From an optimization exercise on the open Yosys and OpenROAD flow, aimed at a short achievable clock period and few clock cycles; shortcuts taken in it are not production practice. Only simulation tests tie the RTL to the original design; equivalence was not proved. No activity file was given, so power comes from the tool's default toggle rates.

==> wip/nickel: inputs <==
// cpu_top
module cpu_top #(
        parameter logic [15:0] reset_pc = '0
) (
        input  logic        clk,
        input  logic        reset,
        input  logic        run_n,
        input  logic [15:0] sram_d,
        output logic [15:0] sram_addr,
        output logic [15:0] sram_q,
        output logic        sram_we_n
);
make LEC_CHECK=0 ABC_CLOCK_PERIOD_IN_PS=3500 CAP_MARGIN=20 CORE_MARGIN=2 CORE_UTILIZATION=40 SETUP_SLACK_MARGIN=5 SLEW_MARGIN=20 finish   # period 9.0 ns
run.sh (not shown) runs the stock make flow with config.mk's settings and CLKGATE_MAP_FILE= SYNTH_SCRIPT=/design/flow/synth_recipe.tcl, a recipe that flattens the netlist after the stock synthesis.
==> wip/garnet: changes against wip/nickel <==
--- a/flow/design.v
+++ b/flow/design.v
@@ -46,17 +46,16 @@
         logic [15:0] fpc;
         logic [15:0] ir;
         logic [15:0] d_pc;
         logic [15:0] d_pn;
         logic        d_v;
         logic [15:0] oh_s1;      
         logic [15:0] oh_b;
         logic [3:0]  d_s1;
-        logic        d_pt;       
         logic        d_add, d_addi, d_sub, d_nand, d_sw, d_lw, d_beq, d_j;
         logic        x_v;
         logic [15:0] x_pc;
         logic [15:0] x_tgt;
         logic [15:0] x_seq;
         logic        x_ne_t, x_ne_s;
         logic [15:0] opa, opb;
         logic [3:0]  x_imm;
@@ -88,17 +87,17 @@
         assign taken      = x_j | (x_beq & eq);
         assign mispredict = taken ? x_ne_t : x_ne_s;
         assign x_fire   = x_v & ~smc_x;
         assign redirect = x_fire & mispredict;
         assign x_mem    = x_fire & (x_lw | x_sw);
         assign x_we     = x_fire & (x_add | x_addi | x_sub | x_nand);
         logic [3:0]  fa, fb, fc;
         logic [15:0] r1, rb, fwd1, fwdb, d_tgt, d_seq;
-        logic        ld_haz, d_kill, d_adv, early;
+        logic        ld_haz, d_kill, d_adv;
         assign fa = ir[3:0];
         assign fb = ir[7:4];
         assign fc = ir[11:8];
         always_comb begin
                 r1 = '0;
                 rb = '0;
                 for (int i = 0; i < 16; i++) begin
                         r1 = r1 | (regs[i] & {16{oh_s1[i]}});
@@ -115,44 +114,42 @@
         end
         assign d_seq = d_pc + 16'd1;
         assign d_tgt = d_pc + (d_j ? {{4{ir[11]}}, ir[11:0]} : {12'h000, fa});
         assign ld_haz = x_fire & x_lw & (
                 ((d_add | d_addi | d_sub | d_nand | d_sw | d_lw | d_beq) & (fb == x_c)) |
                 ((d_add | d_sub | d_nand | d_sw | d_beq) & (d_s1 == x_c)));
         assign d_kill = redirect | smc_x | smc_d;
         assign d_adv  = d_v & ~ld_haz & ~d_kill;
-        assign early = d_v & ~d_kill & ~d_pt & (d_j | (d_beq & (fc == fb)));
         logic [CI-1:0] idx;
         logic [CN-1:0] cmatch, amatch;
         logic          hit, avail, d_free, ir_load, deliver, pt_in;
         logic [15:0]   instr_in, pnext, fpc_next, addr_next;
         logic [3:0]    op_in, s1_in;
         assign idx = fpc[CI-1:0];
         always_comb begin
                 for (int i = 0; i < CN; i++) begin
                         cmatch[i] = c_v[i] & (c_tag[i] == fpc[15:CI]) & (idx == i[CI-1:0]);
                         amatch[i] = c_v[i] & (c_tag[i] == addr_q[15:CI]) & (addr_q[CI-1:0] == i[CI-1:0]);
                 end
         end
         assign hit      = (|cmatch) & ~smc_f;
         assign avail    = hit | bus_fetch;
         assign d_free   = ~d_v | d_adv;
         assign ir_load  = avail & d_free & ~smc_x & ~smc_d;
-        assign deliver  = ir_load & ~redirect & ~early;
+        assign deliver  = ir_load & ~redirect;
         assign instr_in = bus_fetch ? sram_d : c_dat[idx];
         assign op_in    = instr_in[15:12];
         assign s1_in    = (op_in == 4'd5 || op_in == 4'd14) ? instr_in[11:8] : instr_in[3:0];
         assign pt_in    = c_pt[idx];
         assign pnext    = pt_in ? c_tgt[idx] : fpc + 16'd1;
         always_comb begin
                 if (smc_x)         fpc_next = x_pc;
                 else if (redirect) fpc_next = taken ? x_tgt : x_seq;
                 else if (smc_d)    fpc_next = d_pc;
-                else if (early)    fpc_next = d_tgt;
                 else if (deliver)  fpc_next = pnext;
                 else               fpc_next = fpc;
         end
         assign addr_next = x_mem ? ea : fpc_next;
         always_ff @(posedge clk or negedge reset) begin
                 if (!reset) begin
                         addr_q    <= reset_pc;
                         q_q       <= '0;
@@ -163,17 +160,16 @@
                         fpc       <= reset_pc;
                         ir        <= '0;
                         d_pc      <= '0;
                         d_pn      <= '0;
                         d_v       <= 1'b0;
                         oh_s1     <= '0;
                         oh_b      <= '0;
                         d_s1      <= '0;
-                        d_pt      <= 1'b0;
                         d_add     <= 1'b0;
                         d_addi    <= 1'b0;
                         d_sub     <= 1'b0;
                         d_nand    <= 1'b0;
                         d_sw      <= 1'b0;
                         d_lw      <= 1'b0;
                         d_beq     <= 1'b0;
                         d_j       <= 1'b0;
@@ -199,44 +195,39 @@
                         addr_q    <= addr_next;
                         q_q       <= opa;
                         we_n_q    <= ~(x_fire & x_sw);
                         bus_fetch <= ~x_mem;
                         bus_load  <= x_fire & x_lw;
                         ld_c      <= x_c;
                         fpc       <= fpc_next;
                         d_v <= deliver | (d_v & ~d_adv & ~d_kill);
-                        if (ir_load & ~early) begin
+                        if (ir_load) begin
                                 ir    <= instr_in;
                                 d_pc  <= fpc;
                                 d_pn  <= pnext;
-                                d_pt  <= pt_in;
                                 oh_s1 <= 16'd1 << s1_in;
                                 oh_b  <= 16'd1 << instr_in[7:4];
                                 d_s1  <= s1_in;
                                 d_add  <= (op_in == 4'd0);
                                 d_addi <= (op_in == 4'd1);
                                 d_sub  <= (op_in == 4'd2);
                                 d_nand <= (op_in == 4'd8);
                                 d_sw   <= (op_in == 4'd5);
                                 d_lw   <= (op_in == 4'd6);
                                 d_beq  <= (op_in == 4'd14);
                                 d_j    <= (op_in == 4'd15);
                         end
-                        if (early) begin
-                                d_pn <= d_tgt;
-                                d_pt <= 1'b1;
-                        end
                         x_v <= d_adv;
                         if (d_adv) begin
                                 x_pc   <= d_pc;
                                 x_tgt  <= d_tgt;
                                 x_seq  <= d_seq;
-                                x_ne_t <= ~early & (d_pn != d_tgt);
-                                x_ne_s <= early | (d_pn != d_seq);
+                                x_ne_t <= (d_pn != d_tgt);
+                                x_ne_s <= (d_pn != d_seq);
                                 opa    <= fwd1;
                                 opb    <= fwdb;
                                 x_imm  <= fa;
                                 x_c    <= fc;
                                 x_add  <= d_add;
                                 x_addi <= d_addi;
                                 x_sub  <= d_sub;
                                 x_nand <= d_nand;
ABC_CLOCK_PERIOD_IN_PS = 2500   (was 3500)
CORE_UTILIZATION = 60   (was 40)
==> qor summary <==
quantity	wip/garnet	wip/nickel
Run status	complete, no violations	complete, no violations
Area share of the leading cell type in the synthesized netlist	33.4%	32.8%
Kind of end point of the critical path	flop	primary output
Synthesized netlist cell count	5916	6051
Setup bufs post-CTS	53	40
Worst setup endpoint	addr_q[1]	sram_we_n
Required time at the endpoint of the critical path	9.66 ns	7.20 ns
Iteration-0 DRC Markers	9958	8159
Worst hold-check slack	0.483 ns	0.486 ns
Final Cell Area	71700 µm²	74700 µm²
Initial cell density of the core	60.4%	40.2%
Clk_buf instances	181	165
Post-place instance area	65400 µm²	67800 µm²
Taps Inserted	1391	2160
Minimum setup slack among reg-to-reg paths	4.96 ns	4.98 ns
Internal power contribution	0.0145 W	0.0157 W
Worst Hold End	x_seq[4]	x_seq[0]
Via-to-Cell Ratio	7.30	6.55
Crit Reg-Reg Endpoint	addr_q[1]	c_pt[9]
Global-route wire length before repair	364000 µm	391000 µm
Flip-flop and latch count after synthesis	1235	1236
Share of the synthesized netlist area taken by xor and xnor gates	7.71%	7.63%
Final cycle utilization of the critical path	44.8%	45.0%
Ratio of total power to cell area	371 nW/µm²	392 nW/µm²
Post_cts resized	176	204
Testbench counts of wip/nickel, summed over its fixed seeds: cycles 28,863.
Testbench counts of wip/garnet, summed over its fixed seeds: cycles 29,150.

static timing again, ports no longer ideal:
The flow's constraints put no driver on any port. The routed layouts listed below were extracted and timed again, unchanged, in two steps. Step 1: set_driving_cell puts a clkbuf_16 on clk and a buf_2 on each other input, an assumption about the parent block. Step 2 moves the port delays by t, midway between the first and last clock arrival at a register: inputs arrive t later, outputs are due t later. That takes back most of the time a late clock gives input paths. Slacks: ideal / step 1 / step 2; pairs: ideal / step 1.
run | t (ns) | setup slack, ns | worst setup path at the end | worst slew at a driven data input, ns
wip/nickel | 0.875 | 4.952 / 4.740 / 4.144 | input to register | 0.29
wip/garnet | 0.848 | 4.965 / 4.885 / 4.287 | input to register | 0.16
After both steps setup and hold are still met in every run listed. For wip/nickel, which loses most, drivers alone change the setup slack by -0.212 ns; drivers and shift together by -0.808 ns.
